This design comes from an exercise in tuning for small area, a short achievable clock period and few clock cycles per item on the open sky130 flow, not from production work.
Where RTL was checked, it was by simulation tests only, not by an equivalence proof against the original.
The RTL of run 1 was laid out without a check of its function.

## flow/design.v (module list and top-level ports; edited modules follow where they fit)
// module seq_mac_unit: 479 lines
// module csa_fa: 4 lines
// module csa_ha: 4 lines
module seq_mac_unit (
    input  logic        clk_i,
    input  logic        rst_i,
    input  logic        MUL_Start_STRB_i,
    input  logic [81:0] a_i,
    input  logic [81:0] b_i,
    input  logic [81:0] acc_i,
    output logic        MUL_Done_STRB_o,
    output logic [81:0] out_o,
    output logic        busy_o
);
  // ...
==> flow/flow/run.sh <==
#!/bin/bash
# Own flow: the standard layout (standard.sh, unchanged synthesis and
# steps), with one change: the port buffers that ORFS inserts before global
# placement are plain sky130_fd_sc_hd__buf_1 cells instead of the default
# choice. Every input and output port still gets its own buffer.
# The full make output goes to standard.log; ORFS's per-step logs stay
# under orfs/logs/.
set -euo pipefail
bash standard.sh "BUFFER_PORTS_ARGS=-buffer_cell sky130_fd_sc_hd__buf_1" finish > standard.log 2>&1
==> flow/standard.sh <==
#!/bin/bash
# synth_recipe.tcl (not shown) runs the flow's synth.tcl, then flattens the netlist and writes it again
# the make line also repeats each setting of config.mk as NAME=value (left out here)
make -C /OpenROAD-flow-scripts/flow DESIGN_CONFIG=/design/flow/config.mk WORK_HOME=/design/flow/orfs CLKGATE_MAP_FILE= SYNTH_SCRIPT=/design/flow/synth_recipe.tcl "${@:-finish}"
==> flow/config.mk <==
export PLATFORM = sky130hd
export DESIGN_NAME = seq_mac_unit
export DESIGN_NICKNAME = seq_mac_unit
export VERILOG_FILES = /design/flow/design.v
export SDC_FILE = /design/flow/constraint.sdc
export NUM_CORES = 4
export LEC_CHECK = 0
export CAP_MARGIN = 20
export CORE_MARGIN = 2
export CORE_UTILIZATION = 50
export SETUP_SLACK_MARGIN = 4.2
export SLEW_MARGIN = 20
export SYNTH_HIERARCHICAL = 1
==> flow/constraint.sdc <==
create_clock -name core_clock -period 8.0 [get_ports {clk_i}]
set_input_delay 1.6000 -clock core_clock [delete_from_list [all_inputs] [get_ports {clk_i}]]
set_output_delay 1.6000 -clock core_clock [all_outputs]
set_load 0.01 [all_outputs]
==> results.json, run 1 <==
{
  "status": "complete, no violations",
  "post-synth-top-count-cell": "xnor2_1",
  "start_kind": "flip-flop",
  "multi_input_area_share_pct": 61.94,
  "die-width_um": 220.8,
  "fin_util_pct": 58.08,
  "yosys-top-cells-count": "xnor2_1 (317), fa_1 (296), a22oi_1 (280)",
  "report.final.hold_viol_count": 0,
  "regMostFlops": "P_q",
  "wl_met1_um": 32200,
  "rsz0062_at_grt": "yes",
  "min_path_type": "flip-flop to flip-flop",
  "synth_ff_type": "edfxtp_1",
  "synth_top_area_cell": "fa_1",
  "gp_congestion": 0.9509,
  "r2r_cells": 10,
  "synth-xor-area-share_pct": 13.01,
  "grt_use_total_pct": 33.69,
  "hold_ws_ns": 0.4305,
  "maxSlewViolCount": 0,
  "wl_met3_um": 7140,
  "postSynth.asyncResetShare_pct": 2.146
}
==> run 2: changes to the inputs <==
--- a/flow/design.v
+++ b/flow/design.v
@@ -16,56 +16,64 @@
     logic [28:0] B_q;    
     logic [81:0]  P_q;
     logic [41:0] c_q;
     logic         rc_q;
     logic [K-1:0] RC_q;
     logic         busy_q, done_q, fin_q;
     logic [CNTW-1:0] cnt_q;
     logic [6:0] x1_q, x2_q, neg_q;
+    logic [6:0] x1b_q, x2b_q, negb_q;
     logic [6:0] x1_n, x2_n, neg_n;    
     logic [K:0] nb;
     logic [41:0] ax;
     assign ax = {A_q[40], A_q};
     logic [41:0] pp0;
     logic [41:0] pp1;
     logic [41:0] pp2;
     logic [41:0] pp3;
     logic [41:0] pp4;
     logic [41:0] pp5;
     logic [41:0] pp6;
     assign nb = busy_q ? B_q[14:0] : {b_i[13:0], 1'b0};
     assign x1_n[0]  = nb[0] ^ nb[1];
     assign x2_n[0]  = (nb[2] & ~nb[1] & ~nb[0]) | (~nb[2] & nb[1] & nb[0]);
     assign neg_n[0] = nb[2];
-    assign pp0      = (({42{x1_q[0]}} & ax) | ({42{x2_q[0]}} & {ax[40:0], 1'b0})) ^ {42{neg_q[0]}};
+    assign pp0[20:0]  = (({21{x1_q[0]}} & ax[20:0]) | ({21{x2_q[0]}} & {ax[19:0], 1'b0})) ^ {21{neg_q[0]}};
+    assign pp0[41:21] = (({21{~x1b_q[0]}} & ax[41:21]) | ({21{~x2b_q[0]}} & ax[40:20])) ^ {21{~negb_q[0]}};
     assign x1_n[1]  = nb[2] ^ nb[3];
     assign x2_n[1]  = (nb[4] & ~nb[3] & ~nb[2]) | (~nb[4] & nb[3] & nb[2]);
     assign neg_n[1] = nb[4];
-    assign pp1      = (({42{x1_q[1]}} & ax) | ({42{x2_q[1]}} & {ax[40:0], 1'b0})) ^ {42{neg_q[1]}};
+    assign pp1[20:0]  = (({21{x1_q[1]}} & ax[20:0]) | ({21{x2_q[1]}} & {ax[19:0], 1'b0})) ^ {21{neg_q[1]}};
+    assign pp1[41:21] = (({21{~x1b_q[1]}} & ax[41:21]) | ({21{~x2b_q[1]}} & ax[40:20])) ^ {21{~negb_q[1]}};
     assign x1_n[2]  = nb[4] ^ nb[5];
     assign x2_n[2]  = (nb[6] & ~nb[5] & ~nb[4]) | (~nb[6] & nb[5] & nb[4]);
     assign neg_n[2] = nb[6];
-    assign pp2      = (({42{x1_q[2]}} & ax) | ({42{x2_q[2]}} & {ax[40:0], 1'b0})) ^ {42{neg_q[2]}};
+    assign pp2[20:0]  = (({21{x1_q[2]}} & ax[20:0]) | ({21{x2_q[2]}} & {ax[19:0], 1'b0})) ^ {21{neg_q[2]}};
+    assign pp2[41:21] = (({21{~x1b_q[2]}} & ax[41:21]) | ({21{~x2b_q[2]}} & ax[40:20])) ^ {21{~negb_q[2]}};
     assign x1_n[3]  = nb[6] ^ nb[7];
     assign x2_n[3]  = (nb[8] & ~nb[7] & ~nb[6]) | (~nb[8] & nb[7] & nb[6]);
     assign neg_n[3] = nb[8];
-    assign pp3      = (({42{x1_q[3]}} & ax) | ({42{x2_q[3]}} & {ax[40:0], 1'b0})) ^ {42{neg_q[3]}};
+    assign pp3[20:0]  = (({21{x1_q[3]}} & ax[20:0]) | ({21{x2_q[3]}} & {ax[19:0], 1'b0})) ^ {21{neg_q[3]}};
+    assign pp3[41:21] = (({21{~x1b_q[3]}} & ax[41:21]) | ({21{~x2b_q[3]}} & ax[40:20])) ^ {21{~negb_q[3]}};
     assign x1_n[4]  = nb[8] ^ nb[9];
     assign x2_n[4]  = (nb[10] & ~nb[9] & ~nb[8]) | (~nb[10] & nb[9] & nb[8]);
     assign neg_n[4] = nb[10];
-    assign pp4      = (({42{x1_q[4]}} & ax) | ({42{x2_q[4]}} & {ax[40:0], 1'b0})) ^ {42{neg_q[4]}};
+    assign pp4[20:0]  = (({21{x1_q[4]}} & ax[20:0]) | ({21{x2_q[4]}} & {ax[19:0], 1'b0})) ^ {21{neg_q[4]}};
+    assign pp4[41:21] = (({21{~x1b_q[4]}} & ax[41:21]) | ({21{~x2b_q[4]}} & ax[40:20])) ^ {21{~negb_q[4]}};
     assign x1_n[5]  = nb[10] ^ nb[11];
     assign x2_n[5]  = (nb[12] & ~nb[11] & ~nb[10]) | (~nb[12] & nb[11] & nb[10]);
     assign neg_n[5] = nb[12];
-    assign pp5      = (({42{x1_q[5]}} & ax) | ({42{x2_q[5]}} & {ax[40:0], 1'b0})) ^ {42{neg_q[5]}};
+    assign pp5[20:0]  = (({21{x1_q[5]}} & ax[20:0]) | ({21{x2_q[5]}} & {ax[19:0], 1'b0})) ^ {21{neg_q[5]}};
+    assign pp5[41:21] = (({21{~x1b_q[5]}} & ax[41:21]) | ({21{~x2b_q[5]}} & ax[40:20])) ^ {21{~negb_q[5]}};
     assign x1_n[6]  = nb[12] ^ nb[13];
     assign x2_n[6]  = (nb[14] & ~nb[13] & ~nb[12]) | (~nb[14] & nb[13] & nb[12]);
     assign neg_n[6] = nb[14];
-    assign pp6      = (({42{x1_q[6]}} & ax) | ({42{x2_q[6]}} & {ax[40:0], 1'b0})) ^ {42{neg_q[6]}};
+    assign pp6[20:0]  = (({21{x1_q[6]}} & ax[20:0]) | ({21{x2_q[6]}} & {ax[19:0], 1'b0})) ^ {21{neg_q[6]}};
+    assign pp6[41:21] = (({21{~x1b_q[6]}} & ax[41:21]) | ({21{~x2b_q[6]}} & ax[40:20])) ^ {21{~negb_q[6]}};
     logic fs0, fc0, fs1, fc1, fs2, fc2, fs3, fc3, fs4, fc4, fs5, fc5, fs6, fc6, fs7, fc7, fs8, fc8, fs9, fc9, fs10, fc10, fs11, fc11, fs12, fc12, fs13, fc13, fs14, fc14, fs15, fc15, fs16, fc16, fs17, fc17, fs18, fc18, fs19, fc19, fs20, fc20, fs21, fc21, fs22, fc22, fs23, fc23, fs24, fc24, fs25, fc25, fs26, fc26, fs27, fc27, fs28, fc28, fs29, fc29, fs30, fc30, fs31, fc31, fs32, fc32, fs33, fc33, fs34, fc34, fs35, fc35, fs36, fc36, fs37, fc37, fs38, fc38, fs39, fc39, fs40, fc40, fs41, fc41, fs42, fc42, fs43, fc43, fs44, fc44, fs45, fc45, fs46, fc46, fs47, fc47, fs48, fc48, fs49, fc49, fs50, fc50, fs51, fc51, fs52, fc52, fs53, fc53, fs54, fc54, fs55, fc55, fs56, fc56, fs57, fc57, fs58, fc58, fs59, fc59, fs60, fc60, fs61, fc61, fs62, fc62, fs63, fc63, fs64, fc64, fs65, fc65, fs66, fc66, fs67, fc67, fs68, fc68, fs69, fc69, fs70, fc70, fs71, fc71, fs72, fc72, fs73, fc73, fs74, fc74, fs75, fc75, fs76, fc76, fs77, fc77, fs78, fc78, fs79, fc79, fs80, fc80, fs81, fc81, fs82, fc82, fs83, fc83, fs84, fc84, fs85, fc85, fs86, fc86, fs87, fc87, fs88, fc88, fs89, fc89, fs90, fc90, fs91, fc91, fs92, fc92, fs93, fc93, fs94, fc94, fs95, fc95, fs96, fc96, fs97, fc97, fs98, fc98, fs99, fc99, fs100, fc100, fs101, fc101, fs102, fc102, fs103, fc103, fs104, fc104, fs105, fc105, fs106, fc106, fs107, fc107, fs108, fc108, fs109, fc109, fs110, fc110, fs111, fc111, fs112, fc112, fs113, fc113, fs114, fc114, fs115, fc115, fs116, fc116, fs117, fc117, fs118, fc118, fs119, fc119, fs120, fc120, fs121, fc121, fs122, fc122, fs123, fc123, fs124, fc124, fs125, fc125, fs126, fc126, fs127, fc127, fs128, fc128, fs129, fc129, fs130, fc130, fs131, fc131, fs132, fc132, fs133, fc133, fs134, fc134, fs135, fc135, fs136, fc136, fs137, fc137, fs138, fc138, fs139, fc139, fs140, fc140, fs141, fc141, fs142, fc142, fs143, fc143, fs144, fc144, fs145, fc145, fs146, fc146, fs147, fc147, fs148, fc148, fs149, fc149, fs150, fc150, fs151, fc151, fs152, fc152, fs153, fc153, fs154, fc154, fs155, fc155, fs156, fc156, fs157, fc157, fs158, fc158, fs159, fc159, fs160, fc160, fs161, fc161, fs162, fc162, fs163, fc163, fs164, fc164, fs165, fc165, fs166, fc166, fs167, fc167, fs168, fc168, fs169, fc169, fs170, fc170, fs171, fc171, fs172, fc172, fs173, fc173, fs174, fc174, fs175, fc175, fs176, fc176, fs177, fc177, fs178, fc178, fs179, fc179, fs180, fc180, fs181, fc181, fs182, fc182, fs183, fc183, fs184, fc184, fs185, fc185, fs186, fc186, fs187, fc187, fs188, fc188, fs189, fc189, fs190, fc190, fs191, fc191, fs192, fc192, fs193, fc193, fs194, fc194, fs195, fc195, fs196, fc196, fs197, fc197, fs198, fc198, fs199, fc199, fs200, fc200, fs201, fc201, fs202, fc202, fs203, fc203, fs204, fc204, fs205, fc205, fs206, fc206, fs207, fc207, fs208, fc208, fs209, fc209, fs210, fc210, fs211, fc211, fs212, fc212, fs213, fc213, fs214, fc214, fs215, fc215, fs216, fc216, fs217, fc217, fs218, fc218, fs219, fc219, fs220, fc220, fs221, fc221, fs222, fc222, fs223, fc223, fs224, fc224, fs225, fc225, fs226, fc226, fs227, fc227, fs228, fc228, fs229, fc229, fs230, fc230, fs231, fc231, fs232, fc232, fs233, fc233, fs234, fc234, fs235, fc235, fs236, fc236, fs237, fc237, fs238, fc238, fs239, fc239, fs240, fc240, fs241, fc241, fs242, fc242, fs243, fc243, fs244, fc244, fs245, fc245, fs246, fc246, fs247, fc247, fs248, fc248, fs249, fc249, fs250, fc250, fs251, fc251, fs252, fc252, fs253, fc253, fs254, fc254, fs255, fc255, fs256, fc256, fs257, fc257, fs258, fc258, fs259, fc259, fs260, fc260, fs261, fc261, fs262, fc262, fs263, fc263, fs264, fc264, fs265, fc265, fs266, fc266, fs267, fc267, fs268, fc268, fs269, fc269, fs270, fc270, fs271, fc271, fs272, fc272, fs273, fc273, fs274, fc274, fs275, fc275, fs276, fc276, fs277, fc277, fs278, fc278, fs279, fc279, fs280, fc280, fs281, fc281, fs282, fc282, fs283, fc283, fs284, fc284, fs285, fc285, fs286, fc286, fs287, fc287, fs288, fc288, fs289, fc289, fs290, fc290, fs291, fc291, fs292, fc292, fs293, fc293, fs294, fc294, fs295, fc295, fs296, fc296, fs297, fc297, fs298, fc298, fs299, fc299, fs300, fc300, fs301, fc301, fs302, fc302, fs303, fc303, fs304, fc304, fs305, fc305, fs306, fc306, fs307, fc307, fs308, fc308, fs309, fc309, fs310, fc310, fs311, fc311, fs312, fc312, fs313, fc313, fs314, fc314, fs315, fc315, fs316, fc316, fs317, fc317, fs318, fc318, fs319, fc319, fs320, fc320, fs321, fc321, fs322, fc322, fs323, fc323, fs324, fc324, fs325, fc325, fs326, fc326, fs327, fc327, fs328, fc328, fs329, fc329, fs330, fc330, fs331, fc331, fs332, fc332, fs333, fc333, fs334, fc334, fs335, fc335, fs336, fc336, fs337, fc337, fs338, fc338, fs339, fc339, fs340, fc340, fs341, fc341, fs342, fc342;
     csa_ha ufs0 (.a(P_q[12]), .b(c_q[12]), .s(fs0), .co(fc0));
     csa_ha ufs1 (.a(P_q[13]), .b(c_q[13]), .s(fs1), .co(fc1));
     csa_ha ufs2 (.a(P_q[14]), .b(c_q[14]), .s(fs2), .co(fc2));
     csa_ha ufs3 (.a(P_q[15]), .b(c_q[15]), .s(fs3), .co(fc3));
     csa_ha ufs4 (.a(P_q[16]), .b(c_q[16]), .s(fs4), .co(fc4));
     csa_ha ufs5 (.a(P_q[17]), .b(c_q[17]), .s(fs5), .co(fc5));
     csa_ha ufs6 (.a(P_q[18]), .b(c_q[18]), .s(fs6), .co(fc6));
@@ -457,25 +465,31 @@
         if (busy_q) begin
             B_q  <= {{K{B_q[28]}}, B_q[28:K]};
             c_q  <= cs_c[55:K];
             rc_q <= rc_n;
             RC_q <= cs_c[13:0];
             x1_q <= x1_n;
             x2_q <= x2_n;
             neg_q <= neg_n;
+            x1b_q <= ~x1_n;
+            x2b_q <= ~x2_n;
+            negb_q <= ~neg_n;
         end else begin
             A_q  <= a_i[40:0];
             B_q  <= {b_i[40], b_i[40:13]};
             c_q  <= 42'(1) << 41;
             rc_q <= 1'b0;
             RC_q <= '0;
             x1_q <= x1_n;
             x2_q <= x2_n;
             neg_q <= neg_n;
+            x1b_q <= ~x1_n;
+            x2b_q <= ~x2_n;
+            negb_q <= ~neg_n;
         end
     end
     assign out_o = {P_q[39:0], P_q[81:40]};
     assign MUL_Done_STRB_o = done_q;
     assign busy_o = busy_q;
 endmodule
 module csa_fa (input logic a, b, c, output logic s, co);
     assign s  = a ^ b ^ c;
==> flow/config.mk (replaced) <==
export PLATFORM = sky130hd
export DESIGN_NAME = seq_mac_unit
export DESIGN_NICKNAME = seq_mac_unit
export VERILOG_FILES = /design/flow/design.v
export SDC_FILE = /design/flow/constraint.sdc
export NUM_CORES = 4
export LEC_CHECK = 0
export CAP_MARGIN = 20
export CORE_MARGIN = 2
export CORE_UTILIZATION = 50
export SETUP_SLACK_MARGIN = 4.0
export SLEW_MARGIN = 20
export SYNTH_HIERARCHICAL = 1
==> run 2 against run 1 <==
- still clean on timing, DRC and antenna
- fmax is 3.7% lower
- cell area down 2.6%
==> results.json, run 2 <==
{
  "clock_latency_ns": 0.56,
  "crit_buf_inv": 0,
  "critPathKind": "flip-flop to flip-flop",
  "hold_ws_ns": 0.4196,
  "start_util_pct": 50.45,
  "grt_pass1_vias": 18545,
  "grt-ovfl-total": 0,
  "max_slew_margin_pct": 26.89,
  "cts.sinks": 254,
  "boundaryPins": 333,
  "postSynth.asyncResetShare_pct": 1.969,
  "syn_to_final_growth_pct": 9.369,
  "crit_family": "adder cells",
  "finalWorstSetupSlack_ns": 4.100,
  "reg2reg_slack_ns": 4.10,
  "status": "complete, no violations",
  "n_antenna_cell": 0,
  "core_area_sq_mm": 0.04765,
  "critPathLaunch": "x1b_q[1]",
  "maxSlewViolCount": 0,
  "routed_wl_um": 76410,
  "ys_ff_latch": 254,
  "drv_cap": 0,
  "synth-compound-area-share_pct": 17.24,
  "vias": 18404,
  "drc": 0,
  "clock_tree.root_cell": "clkbuf_16",
  "io_buffers": 250,
  "wl_per_cell_um": 25.36,
  "grt_max_degree": 80,
  "largest_register_ffs": 69,
  "crit_chain": "o22ai_1 -> xnor2_1 -> fa_1 -> fa_1 -> fa_1 -> fa_1 -> a211oi_1 -> a21oi_1",
  "drt_iter0_markers": 1784,
  "synth_top_family_by_area": "adder cells",
  "synth_mux_area_share_pct": 2.925,
  "die-area_sq_mm": 0.04985,
  "report.final.hold_viol_count": 0,
  "h-tree-depth": 2,
  "hold_buffers": 0,
  "worst_slew_pin_slew_ns": 1.097,
  "die-width_um": 223.3,
  "synthSimpleGateAreaFrac_pct": 6.340,
  "cp.required_ns": 8.25,
  "layout-drive-gt1-share_pct": 6.672,
  "yosys.area_share.adder_pct": 29.96,
  "critPathArrivalTime_ns": 4.15,
  "grt_use_total_pct": 30.47,
  "fin_util_pct": 55.18,
  "hpwl_um": 58540,
  "finalClockSkew_ns": 0.02825,
  "viasPerCell": 6.108,
  "min_path_type": "flip-flop to flip-flop",
  "synth-xor-area-share_pct": 12.75,
  "min_period_ns": 3.900,
  "ys_seq_area_share_pct": 26.42,
  "antenna_left": 0,
  "r2r-start": "x1b_q[1]",
  "grt_pass1_wl_um": 114600,
  "netlist_instances": 2263,
  "regMostFlops": "P_q",
  "cts_tree": "done",
  "setup_tns_ns": 0,
  "layout_common_cells": "xnor2_1 (333), fa_1 (296), buf_1 (250)",
  "synth_top_area_share_pct": 24.65,
  "synth_enable_flop_cells": 124,
  "slowest_delay_ns": 0.85,
  "syn_avg_cell_area_sq_um": 10.62,
  "critPathMostFrequentCell": "fa_1",
  "die_y_um": 223.3,
  "netlist_area_sq_mm": 0.02404,
  "clkTransAtPathRegs_ns": 0.06,
  "layout_commonest_cell": "xnor2_1",
  "clock_path_buffers": 3,
  "rsz0062_at_grt": "no",
  "setup_viol_count_final": 0,
  "rows": 80,
  "min-delay-start": "cnt_q[0]",
  "start_kind": "flip-flop",
  "synth_area_leaders": "fa_1 (25%), edfxtp_1 (15%), xnor2_1 (12%)",
  "post-synth-top-count-cell": "xnor2_1",
  "worstSetupEndpointType": "flip-flop",
  "dp_slack_ns": 3.862,
  "path_max_fanout": 21,
  "synth_top_area_cell": "fa_1",
  "nets": 3019,
  "fmax_mhz": 256.4,
  "synth_ff_type": "dfxtp_1",
  "antenna_found_initial": 0,
  "fin_crit_sh_pct": 48.75,
  "yosysUniqueCellTypes": 76,
  "slowest_stage": "dfxtp_1",
  "yosys-top-cells-count": "xnor2_1 (333), fa_1 (296), clkbuf_1 (165)",
  "gp_congestion": 0.9187,
  "reg_top3": "P_q: 69 flops, c_q: 42 flops, A_q: 41 flops",
  "drt_first_pass_iters": 6,
  "ys_warn_count": 7,
  "cts_made_buffers": 34
}
## run 2: worst paths after layout
kind	end	cells after the start
worst max-delay path	P_q[11]	8
worst min-delay path	cnt_q[0]	1
worst max register to register	P_q[11]	8
worst min register to register	cnt_q[0]	1
max in group asynchronous	fin_q	2
min in group asynchronous	done_q	2
## run 2: through the flow
step / cells / cell area, sq um
floorplan: 2269 / 24060
global placement: 2951 / 25140
detailed placement: 2951 / 25140
CTS: 3013 / 26260
global route: 3013 / 26290
finish: 3013 / 26290
## run 2: cells by family (layout without fill, tap and decap cells)
group,Yosys count,after routing
muxes,67,67
buffers and inverters,273,402
and+or+nand+nor,314,314
adders and majority gates,398,398
xor gates and xnor gates,350,350
other,1,7
DFF,254,254
AOI/OAI and AO/OA,606,606
## run 2: worst reg2reg max path: stages (launching register included)
cell and delay [ns]:
dfxtp_1 0.85, o22ai_1 0.20, xnor2_1 0.34, fa_1 0.49, fa_1 0.42, fa_1 0.46, fa_1 0.37, a211oi_1 0.41
a21oi_1 0.07
## run 2: repair_timing
item,4_1_cts,5_1_grt
endpoints found under the setup margin,11,27
gates resized for setup,6,21
setup buffers,0,0
## run 2: layout make-up
type	instances	area, sq um
clock inverters	19	178.9
flip-flops and latches	254	6391
well taps	615	769.5
clock buffers	43	935.9
inverters	72	270.3
fillers	4251	21360
multi-input cells	1742	16670
repair buffers	268	1077
## run 2: metal layers
layer / GRT usage (%) / routed length (um) / up-vias / share of wire, %
li1: - / - / 8166 / -
met1: 41.66 / 32010 / 9231 / 42
met2: 50.24 / 36400 / 849 / 48
met3: 4.109 / 5273 / 158 / 6.9
met4: 10.26 / 2729 / 0 / 3.6
met5: 0 / 0 / - / 0
## run 2: per-module statistics from Yosys (local to each module, per instance)
module | times used | flops+latches | cell area (sq um) | cells inside
csa_fa | 295 | 0 | 20.02 | 1
csa_ha | 48 | 0 | 12.51 | 1
seq_mac_unit | 1 | 254 | 17530 | 1920
Testbench counts of run 2, summed over its fixed seeds: cycles 16,000, ops 3,200.
==> run 3: changes to the inputs <==
--- a/flow/config.mk
+++ b/flow/config.mk
@@ -10,3 +10,3 @@
 export CORE_UTILIZATION = 50
-export SETUP_SLACK_MARGIN = 4.0
+export SETUP_SLACK_MARGIN = 4.4
 export SLEW_MARGIN = 20
==> run 3 against run 2 <==
- highest routed layer unchanged
- critical endpoint is now P_q[32]
- cell area up 5.9%
- largest cell class unchanged
- critical path depth rose by 2
- still clean
- via count rose by 3.6%
- routed wire length is 2.9% higher
- fmax is 7.7% higher
==> results.json, run 3 <==
{
  "status": "complete, no violations",
  "clock_latency_ns": 0.56,
  "dp.cells": 2951,
  "boundaryPins": 333,
  "die-width_um": 223.3,
  "hpwl_um": 58540,
  "fin_cells": 3135,
  "yosys-top-cells-count": "xnor2_1 (333), fa_1 (296), clkbuf_1 (165)",
  "viasPerCell": 6.079,
  "grt_pass1_vias": 18958,
  "wl_per_cell_um": 25.08,
  "regMostFlops": "P_q",
  "nets": 3141,
  "drc": 0,
  "worstSetupEndpointType": "flip-flop",
  "path_max_fanout": 4,
  "cp.required_ns": 8.30,
  "placed_area_sq_mm": 0.02514,
  "antenna_left": 0,
  "grt-ovfl-total": 0,
  "slowest_stage": "fa_1",
  "synth_top_area_cell": "fa_1",
  "yosysUniqueCellTypes": 76,
  "n_antenna_cell": 0,
  "netlist_instances": 2263,
  "synth_ff_type": "dfxtp_1",
  "fin_util_pct": 58.46,
  "report.final.hold_viol_count": 0,
  "start_util_pct": 50.45,
  "syn_avg_cell_area_sq_um": 10.62,
  "start_kind": "flip-flop",
  "drt_iter0_markers": 2108,
  "finalClockSkew_ns": 0.03182,
  "max_slew_margin_pct": 26.18,
  "grt_use_total_pct": 30.90,
  "worst_slew_pin_slew_ns": 1.107,
  "syn_to_final_growth_pct": 15.87,
  "critPathArrivalTime_ns": 3.92,
  "reg2reg_slack_ns": 4.38,
  "vias": 19059,
  "maxSlewViolCount": 0,
  "post-synth-top-count-cell": "xnor2_1",
  "gp_congestion": 0.9187,
  "antenna_found_initial": 0,
  "die-area_sq_mm": 0.04985,
  "setup_tns_ns": 0,
  "multi_input_area_sq_mm": 0.01695,
  "hold_buffers": 0,
  "rows": 80,
  "cts_tree": "done",
  "io_buffers": 250,
  "regArea_sq_mm": 0.006465,
  "grt_pass1_wl_um": 116300,
  "rsz0062_at_grt": "yes",
  "core_area_sq_mm": 0.04765,
  "reg_top3": "P_q: 69 flops, c_q: 42 flops, A_q: 41 flops",
  "ys_seq_area_share_pct": 26.42,
  "min_path_type": "flip-flop to flip-flop",
  "grt_max_degree": 80,
  "slowest_delay_ns": 0.47,
  "cts_made_buffers": 34,
  "drt_first_pass_iters": 6,
  "ys_warn_count": 7,
  "setup_viol_count_final": 0,
  "routed_wl_um": 78640,
  "fin_area_sq_mm": 0.02785,
  "largest_register_ffs": 69,
  "netlist_area_sq_mm": 0.02404,
  "h-tree-depth": 2,
  "crit_chain": "clkinvlp_2 -> o22ai_1 -> xnor2_1 -> fa_1 -> fa_1 -> fa_1 -> fa_1 -> mux2_2 -> o22ai_1 -> nor3_1",
  "critPathKind": "flip-flop to flip-flop",
  "layout_common_cells": "xnor2_1 (328), fa_1 (280), buf_1 (250)",
  "synth_enable_flop_cells": 124,
  "drv_cap": 0,
  "clkTransAtPathRegs_ns": 0.06,
  "postSynth.asyncResetShare_pct": 1.969,
  "dp_slack_ns": 3.862,
  "min_period_ns": 3.622,
  "hold_ws_ns": 0.4205,
  "ys_ff_latch": 254,
  "synth_area_leaders": "fa_1 (25%), edfxtp_1 (15%), xnor2_1 (12%)",
  "clock_tree.root_cell": "clkbuf_16",
  "finalWorstSetupSlack_ns": 4.378,
  "cts.sinks": 254,
  "fmax_mhz": 276.1,
  "layout-drive-gt1-share_pct": 14.25,
  "critPathMostFrequentCell": "fa_1",
  "die_y_um": 223.3,
  "layout_commonest_cell": "xnor2_1",
  "synth_top_area_share_pct": 24.65,
  "clock_path_buffers": 3,
  "fin_crit_sh_pct": 45.28,
  "fillers": 4104
}
==> run 3: cell count changes in the layout (fill, tap and decap cells not counted), moves of 16 or more <==
cell        change
buf_4          +94
clkinvlp_4     +28
dfxtp_4        +28
dfxtp_2        -25
inv_1          -21
buf_12         +16
fa_1           -16
fa_2           +16
==> run 3: layout make-up <==
cell class | instances | share of cell area [%]
Multi-Input combinational cell | 1742 | 60.84
Inverter | 72 | 1.235
Timing Repair inverter | 10 | 0.2605
Tap cell | 615 | 2.763
Clock inverter | 19 | 0.6424
Sequential cell | 254 | 23.21
Timing Repair Buffer | 380 | 7.691
Clock buffer | 43 | 3.360
==> run 3: kinds of logic (layout without fill, tap and decap cells) <==
logic type                 Yosys count  after routing  share of synthesized area, %
and+or+nand+nor                    314            314                         6.340
other                                1              7                       0.01560
buffers and inverters              273            524                         4.346
adders and majority gates          398            398                         29.96
muxes                               67             67                         2.925
DFF                                254            254                         26.42
xor gates and xnor gates           350            350                         12.75
AOI/OAI and AO/OA                  606            606                         17.24
==> run 3: worst paths after layout <==
check,from,endpoint,depth (start not counted)
hold reg to reg,cnt_q[0],cnt_q[0],1
min in group asynchronous,rst_i,done_q,2
setup reg to reg,A_q[38],P_q[32],10
max in group asynchronous,rst_i,fin_q,2
setup / recovery,A_q[38],P_q[32],10
hold / removal,cnt_q[0],cnt_q[0],1
==> run 3: modules after synthesis (local to each module, per instance) <==
module	flops+latches	area (sq um)	times used	cells inside
seq_mac_unit	254	17530	1	1920
csa_fa	0	20.02	295	1
csa_ha	0	12.51	48	1
==> run 3: layer usage <==
| metal | track usage (%) | wire, um |
|---|---|---|
| met1 | 41.77 | 32650 |
| met2 | 51.70 | 37860 |
| met3 | 4.188 | 5445 |
| met4 | 9.935 | 2689 |
| met5 | 0 | 0 |
==> run 3: critical path, delay by kind of cell, from the launching register on <==
family                   cells  cell delay [ns]
AO/OA/AOI/OAI                2             0.36
XOR/XNOR                     1             0.16
adder cells (fa/ha/maj)      4             1.75
buffers and inverters        1             0.26
flip-flops                   1             0.44
multiplexers                 1             0.32
AND/OR/NAND/NOR              1             0.07
==> run 3: repair_timing <==
item,in CTS,in global routing
buffers inserted,65,47
gates cloned,0,10
pin swaps,0,19
gates resized for setup,56,94
setup endpoints to repair,62,38
==> run 4: changes to the inputs <==
--- a/flow/config.mk
+++ b/flow/config.mk
@@ -9,4 +9,5 @@
 export CORE_MARGIN = 2
-export CORE_UTILIZATION = 50
-export SETUP_SLACK_MARGIN = 4.4
+export CORE_UTILIZATION = 65
+export PLACE_DENSITY = 0.75
+export SETUP_SLACK_MARGIN = 4.3
 export SLEW_MARGIN = 20
==> run 4 against run 3 <==
- still clean on timing, DRC and antenna
- non-clock buffer count down 24
- global-route usage up 7.5 points
- sequential share of layout area up 0.58 points
- clock skew down 0.0090 ns
- clock-buffer cell count down 6
- utilization up 16 points
- synthesized cell count unchanged
- critical endpoint is now P_q[33]
==> results.json, run 4 <==
{
  "clock_tree.root_cell": "clkbuf_16",
  "drt_first_pass_iters": 6,
  "drc": 0,
  "layout_commonest_cell": "xnor2_1",
  "start_kind": "flip-flop",
  "yosysUniqueCellTypes": 76,
  "syn_to_final_growth_pct": 12.72,
  "h-tree-depth": 1,
  "fmax_mhz": 267.2,
  "report.final.hold_viol_count": 0,
  "rows": 70,
  "die-area_sq_mm": 0.03854,
  "setup_tns_ns": 0,
  "grt-ovfl-total": 0,
  "finalWorstSetupSlack_ns": 4.258,
  "cts_made_buffers": 30,
  "synth_top_area_cell": "fa_1",
  "synth_top_area_share_pct": 24.65,
  "routed_wl_um": 75850,
  "yosys-top-cells-count": "xnor2_1 (333), fa_1 (296), clkbuf_1 (165)",
  "critPathKind": "flip-flop to flip-flop",
  "cts_tree": "done",
  "cts.sinks": 254,
  "status": "complete, no violations",
  "synth_enable_flop_cells": 124,
  "ys_seq_area_share_pct": 26.42,
  "synth_area_leaders": "fa_1 (25%), edfxtp_1 (15%), xnor2_1 (12%)",
  "die-width_um": 196.3,
  "antenna_left": 0,
  "regArea_sq_mm": 0.006445,
  "fillers": 2596,
  "layout-drive-gt1-share_pct": 11.22,
  "drv_cap": 0,
  "path_max_fanout": 7,
  "postSynth.asyncResetShare_pct": 1.969,
  "n_antenna_cell": 0,
  "post-synth-top-count-cell": "xnor2_1",
  "worst_slew_pin_slew_ns": 1.087,
  "antenna_found_initial": 1,
  "grt_max_degree": 76,
  "setup_viol_count_final": 0,
  "min_period_ns": 3.742,
  "drt_iter0_markers": 2375,
  "min_path_type": "flip-flop to flip-flop",
  "dp_slack_ns": 3.878,
  "dp.cells": 2800,
  "max_slew_margin_pct": 27.54,
  "start_util_pct": 65.82,
  "io_buffers": 250,
  "regMostFlops": "P_q",
  "syn_avg_cell_area_sq_um": 10.62,
  "vias": 19414,
  "viasPerCell": 6.570,
  "hpwl_um": 54560,
  "fin_cells": 2955,
  "reg_top3": "P_q: 69 flops, c_q: 42 flops, A_q: 41 flops",
  "worstSetupEndpointType": "flip-flop",
  "rsz0062_at_grt": "yes",
  "grt_pass1_vias": 19055,
  "reg2reg_slack_ns": 4.26,
  "gp_congestion": 0.9862,
  "clock_latency_ns": 0.59,
  "synth_ff_type": "dfxtp_1",
  "fin_util_pct": 74.19,
  "cp.required_ns": 8.29,
  "multi_input_area_sq_mm": 0.01670,
  "core_area_sq_mm": 0.03652,
  "boundaryPins": 333,
  "grt_pass1_wl_um": 112500,
  "grt_use_total_pct": 38.38,
  "largest_register_ffs": 69,
  "wl_per_cell_um": 25.67,
  "nets": 3110,
  "layout_common_cells": "xnor2_1 (333), fa_1 (296), buf_1 (250)",
  "netlist_area_sq_mm": 0.02404,
  "critPathArrivalTime_ns": 4.03,
  "maxSlewViolCount": 0,
  "fin_crit_sh_pct": 46.78,
  "finalClockSkew_ns": 0.02281,
  "clock_path_buffers": 3,
  "clkTransAtPathRegs_ns": 0.06,
  "die_y_um": 196.3,
  "ys_warn_count": 7,
  "netlist_instances": 2263,
  "ys_ff_latch": 254
}
==> run 4: cell counts after synthesis <==
No cell type changed its count.
==> run 4: per-module statistics from Yosys (local to each module, per instance) <==
module | cell area [sq um] | times used | cells inside
csa_fa | 20.02 | 295 | 1
csa_ha | 12.51 | 48 | 1
seq_mac_unit | 17530 | 1 | 1920
==> run 4: cell families (layout without fill, tap and decap cells) <==
group                      Yosys count  after routing  synth area share [%]
DFF                                254            254                 26.42
other                                1              7               0.01560
buffers and inverters              273            491                 4.346
adders and majority gates          398            398                 29.96
and+or+nand+nor                    314            314                 6.340
AOI/OAI and AO/OA                  606            606                 17.24
muxes                               67             67                 2.925
xor gates and xnor gates           350            350                 12.75
==> run 4: worst max-delay path, stage by stage, from the launching register on <==
cell and delay (ns):
edfxtp_1 0.39, buf_4 0.15, clkinvlp_4 0.17, o22ai_1 0.28, xnor2_1 0.16, fa_1 0.43
fa_1 0.43, fa_1 0.40, fa_1 0.45, mux2_2 0.32, o221ai_1 0.20, a211oi_1 0.07
==> run 4: area by class of cell <==
| type | instances | share of cell area [%] |
|---|---|---|
| Clock buffer | 37 | 3.177 |
| Timing Repair inverter | 7 | 0.1755 |
| Sequential cell | 254 | 23.79 |
| Multi-Input combinational cell | 1742 | 61.62 |
| Inverter | 72 | 1.261 |
| Tap cell | 468 | 2.161 |
| Timing Repair Buffer | 356 | 7.148 |
| Clock inverter | 19 | 0.6696 |
==> run 4: path summary, 6_finish.rpt <==
kind | endpoint | startpoint | depth (start not counted)
worst min-delay path | cnt_q[0] | cnt_q[0] | 1
min in group asynchronous | done_q | rst_i | 2
worst max register to register | P_q[33] | A_q[32] | 11
worst max-delay path | P_q[33] | A_q[32] | 11
max in group asynchronous | fin_q | rst_i | 2
worst min register to register | cnt_q[0] | cnt_q[0] | 1
==> run 4: what timing repair did <==
item                       in CTS  in global routing
gates resized for setup        40                 38
setup endpoints to repair      47                 29
pin swaps                       0                  2
hold buffers                    0                  0
cloned                          1                  7
buffers inserted               26                 65
==> run 4: metrics by stage <==
step | hold WS, ns | cell area [sq um]
after floorplan | 0.3968 | 24060
after global placement | 0.4078 | 24940
after detailed placement | 0.4383 | 24940
after CTS | 0.4353 | 26360
after global routing | 0.4561 | 27090
final | 0.4384 | 27090
==> run 4: layer usage <==
| metal | track usage (%) | up-vias | wire length, um |
|---|---|---|---|
| li1 | - | 8362 | - |
| met1 | 51.96 | 9457 | 28510 |
| met2 | 62.39 | 1298 | 35680 |
| met3 | 6.258 | 295 | 7687 |
| met4 | 14.96 | 2 | 3950 |
| met5 | 0 | - | 14 |
==> run 5: changes to the inputs <==
--- a/flow/config.mk
+++ b/flow/config.mk
@@ -9,5 +9,5 @@
 export CORE_MARGIN = 2
-export CORE_UTILIZATION = 65
-export PLACE_DENSITY = 0.75
-export SETUP_SLACK_MARGIN = 4.3
+export CORE_UTILIZATION = 50
+export CTS_BUF_LIST = sky130_fd_sc_hd__clkbuf_8
+export SETUP_SLACK_MARGIN = 4.2
 export SLEW_MARGIN = 20
==> run 5 against run 4 <==
- hold slack worse by 0.018 ns
- fmax fell by 1.6%
- cell count is 3.9% higher
- critical path type unchanged
- global-route usage decreased by 7.8 points
- clock skew increased by 0.024 ns
- utilization down 18 points
- cell area decreased by 1.8%
- still clean
- worst setup slack worse by 0.063 ns
==> results.json, run 5 <==
{
  "post-synth-top-count-cell": "xnor2_1",
  "antenna_left": 0,
  "cp.required_ns": 8.35,
  "drc": 0,
  "drv_cap": 0,
  "crit_family": "adder cells",
  "path_max_fanout": 21,
  "regMostFlops": "P_q",
  "nets": 3063,
  "layout_commonest_cell": "xnor2_1",
  "crit_buf_inv": 0,
  "critPathMostFrequentCell": "fa_1",
  "synth_top_area_cell": "fa_1",
  "critPathKind": "flip-flop to flip-flop",
  "postSynth.asyncResetShare_pct": 1.969,
  "antenna_found_initial": 0,
  "syn_to_final_growth_pct": 10.72,
  "finalClockSkew_ns": 0.04686,
  "layout-drive-gt1-share_pct": 9.365,
  "min_period_ns": 3.805,
  "io_buffers": 250,
  "wl_per_cell_um": 25.01,
  "reg_top3": "P_q: 69 flops, c_q: 42 flops, A_q: 41 flops",
  "clock_path_buffers": 3,
  "start_util_pct": 50.45,
  "clkTransAtPathRegs_ns": 0.06,
  "cts_made_buffers": 48,
  "n_antenna_cell": 0,
  "gp_congestion": 0.9187,
  "cts.sinks": 254,
  "maxSlewViolCount": 0,
  "netlist_area_sq_mm": 0.02404,
  "status": "complete, no violations",
  "start_kind": "flip-flop",
  "viasPerCell": 6.049,
  "clock_latency_ns": 0.63,
  "grt_pass1_wl_um": 114700,
  "worstSetupEndpointType": "flip-flop",
  "core_area_sq_mm": 0.04765,
  "hold_buffers": 0,
  "yosys-top-cells-count": "xnor2_1 (333), fa_1 (296), clkbuf_1 (165)",
  "h-tree-depth": 2,
  "die-area_sq_mm": 0.04985,
  "boundaryPins": 333,
  "cts_tree": "done",
  "slowest_stage": "dfxtp_2",
  "ys_warn_count": 7,
  "drt_first_pass_iters": 5,
  "die_y_um": 223.3,
  "critPathLaunch": "x1_q[1]",
  "fin_crit_sh_pct": 47.56,
  "rsz0062_at_grt": "yes",
  "synth_area_leaders": "fa_1 (25%), edfxtp_1 (15%), xnor2_1 (12%)",
  "vias": 18577,
  "die-width_um": 223.3,
  "grt-ovfl-total": 0,
  "fillers": 4246,
  "synth_ff_type": "dfxtp_1",
  "min_path_type": "flip-flop to flip-flop",
  "setup_viol_count_final": 0,
  "finalWorstSetupSlack_ns": 4.195,
  "synth_top_area_share_pct": 24.65,
  "min-delay-start": "cnt_q[0]",
  "grt_max_degree": 80,
  "critPathArrivalTime_ns": 4.15,
  "routed_wl_um": 76810,
  "report.final.hold_viol_count": 0,
  "slowest_delay_ns": 0.70,
  "drt_iter0_markers": 1904,
  "hpwl_um": 58540,
  "worst_slew_pin_slew_ns": 1.100,
  "ys_ff_latch": 254,
  "hold_ws_ns": 0.4204,
  "yosysUniqueCellTypes": 76,
  "max_slew_margin_pct": 26.65,
  "r2r-start": "x1_q[1]",
  "netlist_instances": 2263,
  "crit_chain": "a22oi_1 -> xnor2_1 -> fa_1 -> fa_1 -> fa_1 -> fa_1 -> mux2i_1 -> o21ai_0",
  "ys_seq_area_share_pct": 26.42,
  "syn_avg_cell_area_sq_um": 10.62,
  "dp_slack_ns": 3.862,
  "setup_tns_ns": 0,
  "fmax_mhz": 262.8,
  "layout_common_cells": "xnor2_1 (333), fa_1 (296), buf_1 (250)",
  "largest_register_ffs": 69,
  "clock_tree.root_cell": "clkbuf_8",
  "synth_enable_flop_cells": 124,
  "grt_use_total_pct": 30.57,
  "grt_pass1_vias": 18703,
  "rows": 80
}
## run 5: cell counts after synthesis
Identical to the previous run, type by type.
## run 5: modules after synthesis, one instance, submodules excluded
module	area, sq um	flip-flops and latches	cells inside
seq_mac_unit	17530	254	1920
csa_fa	20.02	0	1
csa_ha	12.51	0	1
## run 5: per-stage QoR
step                cells  utilization, %  area [sq um]
floorplan            2269               -         24060
global placement     2951           52.76         25140
detailed placement   2951           52.76         25140
CTS                  3045           55.13         26270
global route         3071           55.86         26610
finish               3071           55.86         26610
## run 5: layout make-up
cell class / instances / area (sq um) / share of cell area [%]
Clock buffer: 60 / 825.8 / 3.103
Sequential cell: 254 / 6395 / 24.03
Inverter: 72 / 326.6 / 1.227
Multi-Input combinational cell: 1742 / 16670 / 62.64
Timing Repair Buffer: 298 / 1426 / 5.359
Tap cell: 615 / 769.5 / 2.891
Clock inverter: 30 / 198.9 / 0.7475
## run 5: routing by layer
| metal | wire (um) | up-vias | track usage [%] |
|---|---|---|---|
| li1 | - | 8258 | - |
| met1 | 31730 | 9299 | 41.08 |
| met3 | 5730 | 173 | 5.321 |
| met5 | 0 | - | 0 |
| met2 | 36230 | 847 | 49.65 |
| met4 | 3118 | 0 | 11.72 |
## run 5: worst paths after layout
kind                             to  slack, ns  depth (start not counted)
max                          P_q[0]       4.20                          8
min in group asynchronous    done_q       0.87                          2
max in group asynchronous     fin_q       6.89                          2
min                        cnt_q[0]       0.42                          1
min reg2reg                cnt_q[0]       0.42                          1
max reg2reg                  P_q[0]       4.20                          8
## run 5: repair_timing
item | CTS | global route
resized for setup | 30 | 18
endpoints found under the setup margin | 31 | 20
buffers inserted | 4 | 26
## run 5: kinds of logic (layout without fill, tap and decap cells)
family | count (synthesis) | after routing | synth area share [%]
other | 1 | 7 | 0.01560
buffers and inverters | 273 | 460 | 4.346
muxes | 67 | 67 | 2.925
AOI/OAI and AO/OA | 606 | 606 | 17.24
DFF | 254 | 254 | 26.42
xor gates and xnor gates | 350 | 350 | 12.75
and+or+nand+nor | 314 | 314 | 6.340
adders and majority gates | 398 | 398 | 29.96
## run 5: worst reg2reg max path: cells and delay by family, from the launching register on
| kind | cells | cell delay (ns) |
|---|---|---|
| muxes | 1 | 0.43 |
| AOI/OAI and AO/OA | 2 | 0.38 |
| DFF | 1 | 0.70 |
| adders and majority gates | 4 | 1.85 |
| xor gates and xnor gates | 1 | 0.19 |
==> run 6: changes to the inputs <==
--- a/flow/config.mk
+++ b/flow/config.mk
@@ -10,3 +10,2 @@
 export CORE_UTILIZATION = 50
-export CTS_BUF_LIST = sky130_fd_sc_hd__clkbuf_8
 export SETUP_SLACK_MARGIN = 4.2
==> run 6 against run 5 <==
- still clean on timing, DRC and antenna
- clock-buffer cell count down 17
- non-clock buffer count grew 6
- synthesized cell count unchanged
- worst setup slack improved by 0.067 ns
- clock skew down 0.018 ns
- routed wire length rose by 0.24%
- flip-flop and latch count is the same
- critical path type unchanged
- largest cell class unchanged
==> results.json, run 6 <==
{
  "status": "complete, no violations",
  "ys_warn_count": 7,
  "clkTransAtPathRegs_ns": 0.06,
  "synth_ff_type": "dfxtp_1",
  "clock_tree.root_cell": "clkbuf_16",
  "fmax_mhz": 267.5,
  "netlist_area_sq_mm": 0.02404,
  "die-width_um": 223.3,
  "core_area_sq_mm": 0.04765,
  "hpwl_um": 58540,
  "viasPerCell": 6.098,
  "clock_path_buffers": 3,
  "io_buffers": 250,
  "rows": 80,
  "syn_avg_cell_area_sq_um": 10.62,
  "maxSlewViolCount": 0,
  "fin_crit_sh_pct": 46.72,
  "gp_congestion": 0.9187,
  "finalClockSkew_ns": 0.02855,
  "synth_enable_flop_cells": 124,
  "min-delay-start": "cnt_q[0]",
  "min_path_type": "flip-flop to flip-flop",
  "cp.required_ns": 8.26,
  "wl_per_cell_um": 25.25,
  "post-synth-top-count-cell": "xnor2_1",
  "syn_to_final_growth_pct": 11.53,
  "layout-drive-gt1-share_pct": 8.915,
  "ys_ff_latch": 254,
  "regMostFlops": "P_q",
  "die_y_um": 223.3,
  "start_util_pct": 50.45,
  "layout_common_cells": "xnor2_1 (333), fa_1 (296), buf_1 (250)",
  "critPathArrivalTime_ns": 4.00,
  "cts_made_buffers": 34,
  "grt_pass1_vias": 18578,
  "critPathKind": "flip-flop to flip-flop",
  "largest_register_ffs": 69,
  "synth_top_area_share_pct": 24.65,
  "clock_latency_ns": 0.56,
  "r2r-start": "x2_q[1]",
  "dp.cells": 2951,
  "nets": 3055,
  "min_period_ns": 3.738,
  "setup_viol_count_final": 0,
  "r2r_cells": 8,
  "critPathLaunch": "x2_q[1]",
  "drt_iter0_markers": 1899,
  "grt_max_degree": 80,
  "yosys-top-cells-count": "xnor2_1 (333), fa_1 (296), clkbuf_1 (165)",
  "drt_first_pass_iters": 5,
  "die-area_sq_mm": 0.04985,
  "start_kind": "flip-flop",
  "reg2reg_slack_ns": 4.26,
  "antenna_found_initial": 0,
  "drc": 0,
  "whs_path_depth": 1,
  "cts_tree": "done",
  "reg_top3": "P_q: 69 flops, c_q: 42 flops, A_q: 41 flops",
  "synth_area_leaders": "fa_1 (25%), edfxtp_1 (15%), xnor2_1 (12%)",
  "netlist_instances": 2263,
  "yosysUniqueCellTypes": 76,
  "fin_cells": 3049,
  "hold_buffers": 0,
  "worst_slew_pin_slew_ns": 1.100,
  "path_max_fanout": 20,
  "h-tree-depth": 2,
  "grt_use_total_pct": 30.49,
  "max_slew_margin_pct": 26.69,
  "postSynth.asyncResetShare_pct": 1.969,
  "n_antenna_cell": 0,
  "routed_wl_um": 76990,
  "layout_commonest_cell": "xnor2_1",
  "rsz0062_at_grt": "yes",
  "grt_pass1_wl_um": 114700,
  "drv_cap": 0,
  "cts.sinks": 254,
  "setup_tns_ns": 0,
  "synth_top_area_cell": "fa_1",
  "worstSetupEndpointType": "flip-flop",
  "ys_seq_area_share_pct": 26.42,
  "boundaryPins": 333,
  "grt-ovfl-total": 0,
  "antenna_left": 0,
  "vias": 18594,
  "report.final.hold_viol_count": 0
}
## run 6: changes by cell type in the layout (fill, tap and decap cells not counted), moves of 3 or more
cell and delta:
dfxtp_4 +3, clkbuf_16 +35, dfxtp_2 -3, clkbuf_8 -57
buf_12 +4, clkbuf_1 +5, inv_1 -14, clkinv_4 +3
## run 6: layout make-up
class	count	area (sq um)
Sequential cell	254	6402
Tap cell	615	769.5
Clock buffer	43	935.9
Timing Repair Buffer	304	1521
Fill cell	4202	20840
Inverter	72	330.3
Clock inverter	19	178.9
Multi-Input combinational cell	1742	16670
## run 6: cell families (layout without fill, tap and decap cells)
| group | after synthesis | after routing | share of synthesized area (%) |
|---|---|---|---|
| AOI/OAI and AO/OA | 606 | 606 | 17.24 |
| adders and majority gates | 398 | 398 | 29.96 |
| xor gates and xnor gates | 350 | 350 | 12.75 |
| and+or+nand+nor | 314 | 314 | 6.340 |
| buffers and inverters | 273 | 438 | 4.346 |
| DFF | 254 | 254 | 26.42 |
| muxes | 67 | 67 | 2.925 |
| other | 1 | 7 | 0.01560 |
## run 6: modules after synthesis, one instance, submodules excluded
module | cell area (sq um) | flops+latches
csa_fa | 20.02 | 0
csa_ha | 12.51 | 0
seq_mac_unit | 17530 | 254
## run 6: worst paths after layout
check | end
worst max-delay path | P_q[0]
worst min-delay path | cnt_q[0]
worst max register to register | P_q[0]
worst min register to register | cnt_q[0]
max in group asynchronous | fin_q
min in group asynchronous | done_q
## run 6: critical path: stages (launching register included)
cell and delay [ns]:
dfxtp_2 0.67, a22oi_1 0.17, xnor2_1 0.19, fa_1 0.49, fa_1 0.55, fa_1 0.44
fa_1 0.38, mux2i_1 0.39, o21ai_0 0.13
## run 6: repair_timing
action                                  in CTS  in global routing
cloned                                       0                  0
endpoints found under the setup margin      33                 27
resized for setup                           29                 24
pin swaps                                    0                  0
setup buffers                                3                 33
## run 6: metal layers
metal  track usage [%]  up-vias  routed length [um]
li1                  -     8229                   -
met1             41.56     9300               32170
met2             50.42      918               36680
met3             4.109      147                5403
met4             10.22        0                2733
met5                 0        -                   0
## run 6: through the flow
stage	instance area, sq um	setup slack [ns]	hold WS [ns]	util, %
finish	26810	4.262	0.4194	56.27
global route	26810	4.156	0.4516	56.27
CTS	26330	4.188	0.4205	55.26
detailed placement	25140	3.862	0.4115	52.76
global placement	25140	3.931	0.4078	52.76
floorplan	24060	4.512	0.3968	-
==> run 7: changes to the inputs <==
--- a/flow/config.mk
+++ b/flow/config.mk
@@ -10,2 +10,3 @@
 export CORE_UTILIZATION = 50
+export GPL_ROUTABILITY_DRIVEN = 0
 export SETUP_SLACK_MARGIN = 4.2
==> run 7 against run 6 <==
- clock-buffer cell count is 3 higher
- largest cell class unchanged
- via count fell by 0.33%
- routed wire length fell by 1.3%
- critical endpoint is now P_q[32]
- critical path type unchanged
- hold slack barely moved
- worst setup slack better by 0.030 ns
- global-route usage hardly changed
- flip-flop and latch count stayed put
- still clean
- non-clock buffer count up 9
==> results.json, run 7 <==
{
  "cts_tree": "done",
  "ys_warn_count": 7,
  "antenna_found_initial": 0,
  "start_util_pct": 50.45,
  "report.final.hold_viol_count": 0,
  "die-width_um": 223.3,
  "grt_pass1_vias": 18764,
  "io_buffers": 250,
  "finalClockSkew_ns": 0.02526,
  "postSynth.asyncResetShare_pct": 1.969,
  "fmax_mhz": 269.7,
  "drt_first_pass_iters": 5,
  "layout-drive-gt1-share_pct": 9.128,
  "grt_max_degree": 135,
  "synth_area_leaders": "fa_1 (25%), edfxtp_1 (15%), xnor2_1 (12%)",
  "drc": 0,
  "wl_per_cell_um": 24.85,
  "die_y_um": 223.3,
  "h-tree-depth": 2,
  "worst_slew_pin_slew_ns": 1.093,
  "syn_avg_cell_area_sq_um": 10.62,
  "yosys-top-cells-count": "xnor2_1 (333), fa_1 (296), clkbuf_1 (165)",
  "setup_viol_count_final": 0,
  "worstSetupEndpointType": "flip-flop",
  "setup_tns_ns": 0,
  "post-synth-top-count-cell": "xnor2_1",
  "fillers": 4198,
  "layout_commonest_cell": "xnor2_1",
  "drt_iter0_markers": 1937,
  "dp_slack_ns": 3.883,
  "ys_seq_area_share_pct": 26.42,
  "vias": 18533,
  "grt_pass1_wl_um": 115300,
  "clock_path_buffers": 3,
  "cts_made_buffers": 34,
  "min_period_ns": 3.707,
  "routed_wl_um": 75990,
  "antenna_left": 0,
  "synth_ff_type": "dfxtp_1",
  "yosysUniqueCellTypes": 76,
  "regMostFlops": "P_q",
  "maxSlewViolCount": 0,
  "min_path_type": "flip-flop to flip-flop",
  "slowest_delay_ns": 0.54,
  "layout_common_cells": "xnor2_1 (333), fa_1 (296), buf_1 (250)",
  "critPathMostFrequentCell": "fa_1",
  "cp.required_ns": 8.29,
  "die-area_sq_mm": 0.04985,
  "hpwl_um": 58040,
  "clock_latency_ns": 0.56,
  "critPathArrivalTime_ns": 4.00,
  "drv_cap": 0,
  "synth_enable_flop_cells": 124,
  "path_max_fanout": 14,
  "slowest_stage": "fa_1",
  "rows": 80,
  "grt_use_total_pct": 30.53,
  "start_kind": "flip-flop",
  "rsz0062_at_grt": "yes",
  "ys_ff_latch": 254,
  "reg2reg_slack_ns": 4.29,
  "reg_top3": "P_q: 69 flops, c_q: 42 flops, A_q: 41 flops",
  "max_slew_margin_pct": 27.16,
  "syn_to_final_growth_pct": 12.09,
  "core_area_sq_mm": 0.04765,
  "clkTransAtPathRegs_ns": 0.06,
  "boundaryPins": 333,
  "hold_ws_ns": 0.4198,
  "fin_crit_sh_pct": 46.34,
  "n_antenna_cell": 0,
  "fin_util_pct": 56.55,
  "crit_chain": "clkinvlp_4 -> o22ai_1 -> xnor2_1 -> fa_1 -> fa_1 -> fa_1 -> fa_1 -> mux2_2 -> o22ai_1 -> nor3_1",
  "grt-ovfl-total": 0,
  "netlist_instances": 2263,
  "nets": 3064,
  "cts.sinks": 254,
  "synth_top_area_share_pct": 24.65,
  "critPathKind": "flip-flop to flip-flop",
  "status": "complete, no violations",
  "largest_register_ffs": 69,
  "clock_tree.root_cell": "clkbuf_16",
  "viasPerCell": 6.060,
  "synth_top_area_cell": "fa_1",
  "finalWorstSetupSlack_ns": 4.293,
  "netlist_area_sq_mm": 0.02404
}
==> run 7: logic make-up after synthesis <==
logic type / Yosys count / share of synthesized area, %
mux: 67 / 2.925
simple gates: 314 / 6.340
fa+ha+maj: 398 / 29.96
flops: 254 / 26.42
compound gates: 606 / 17.24
buf+inv: 273 / 4.346
xor+xnor: 350 / 12.75
other cells: 1 / 0.01560
==> run 7: path summary, 6_finish.rpt <==
check | cells past startpoint | endpoint | from
max in group asynchronous | 2 | fin_q | rst_i
max reg2reg | 10 | P_q[32] | A_q[37]
min | 1 | cnt_q[0] | cnt_q[0]
max | 10 | P_q[32] | A_q[37]
min in group asynchronous | 2 | busy_q | rst_i
min reg2reg | 1 | cnt_q[0] | cnt_q[0]
==> run 7: cell type report <==
type | count | area (sq um) | area share [%]
clock inverter | 16 | 207.7 | 0.7708
timing repair buffer | 313 | 1599 | 5.935
clock buffer | 46 | 947.2 | 3.515
multi-input combinational | 1742 | 16670 | 61.86
inverter | 72 | 341.6 | 1.268
tap | 615 | 769.5 | 2.856
sequential | 254 | 6412 | 23.80
==> run 7: stage by stage <==
step / area [sq um] / cells
after floorplan: 24060 / 2269
final: 26940 / 3058
after detailed placement: 25140 / 2949
after CTS: 26360 / 3013
after global placement: 25140 / 2949
after global routing: 26940 / 3058
==> run 7: Yosys stat by module (local to each module, per instance) <==
module / cells / cell area, sq um / flip-flops and latches / copies in the design
csa_fa: 1 / 20.02 / 0 / 295
csa_ha: 1 / 12.51 / 0 / 48
seq_mac_unit: 1920 / 17530 / 254 / 1
==> run 7: per-layer routing <==
metal | share of wire (%) | global-route usage (%) | wire [um] | vias up
li1 | - | - | - | 8240
met1 | 43 | 42.29 | 32430 | 9315
met2 | 47 | 48.79 | 35550 | 819
met3 | 6.4 | 4.214 | 4845 | 159
met4 | 4.2 | 12.06 | 3171 | 0
met5 | 0 | 0 | 0 | -
==> run 7: critical path, delay by kind of cell (launching register included) <==
kind / cells / cell delay [ns]
adders and majority gates: 4 / 1.80
AOI/OAI and AO/OA: 2 / 0.47
DFF: 1 / 0.37
muxes: 1 / 0.32
buffers and inverters: 1 / 0.29
xor gates and xnor gates: 1 / 0.13
and+or+nand+nor: 1 / 0.08
==> run 7: repair_timing <==
| action | 4_1_cts | 5_1_grt |
|---|---|---|
| hold buffers | 0 | 0 |
| setup endpoints to repair | 28 | 30 |
| gates resized for setup | 26 | 30 |
| setup buffers | 2 | 45 |

[static timing again, ports no longer ideal]
In the flow no input, the clock included, has a driving cell. The finished layouts below were timed again as built, in two steps. Step 1, drivers: a clkbuf_16 drives clk_i and a buf_2 each remaining input, both assumed. Step 2 also shifts input and output timing later by t, the mid clock arrival at the registers, as if the neighbouring blocks saw the same clock. Three values: ideal, step 1, step 2; two values: the first two.
| run | shift t [ns] | slack for setup (ns) | worst hold slack (ns) | worst data-port slew with drivers (ns) | pins driven straight from the clock port |
|---|---|---|---|---|---|
| run 1 | 0.653 | 4.244 / 4.244 / 4.244 | 0.431 / 0.431 / 0.431 | 0.10 | 1 |
| run 2 | 0.602 | 4.100 / 4.100 / 4.100 | 0.420 / 0.420 / 0.420 | 0.07 | 1 |
| run 3 | 0.605 | 4.377 / 4.377 / 4.377 | 0.421 / 0.421 / 0.421 | 0.07 | 1 |
| run 4 | 0.635 | 4.258 / 4.258 / 4.258 | 0.438 / 0.438 / 0.438 | 0.06 | 1 |
| run 5 | 0.663 | 4.195 / 4.195 / 4.195 | 0.420 / 0.420 / 0.420 | 0.07 | 1 |
| run 6 | 0.603 | 4.262 / 4.262 / 4.262 | 0.419 / 0.419 / 0.419 | 0.07 | 1 |
| run 7 | 0.602 | 4.293 / 4.293 / 4.293 | 0.420 / 0.420 / 0.420 | 0.06 | 1 |
After both steps every run listed still meets setup and hold.
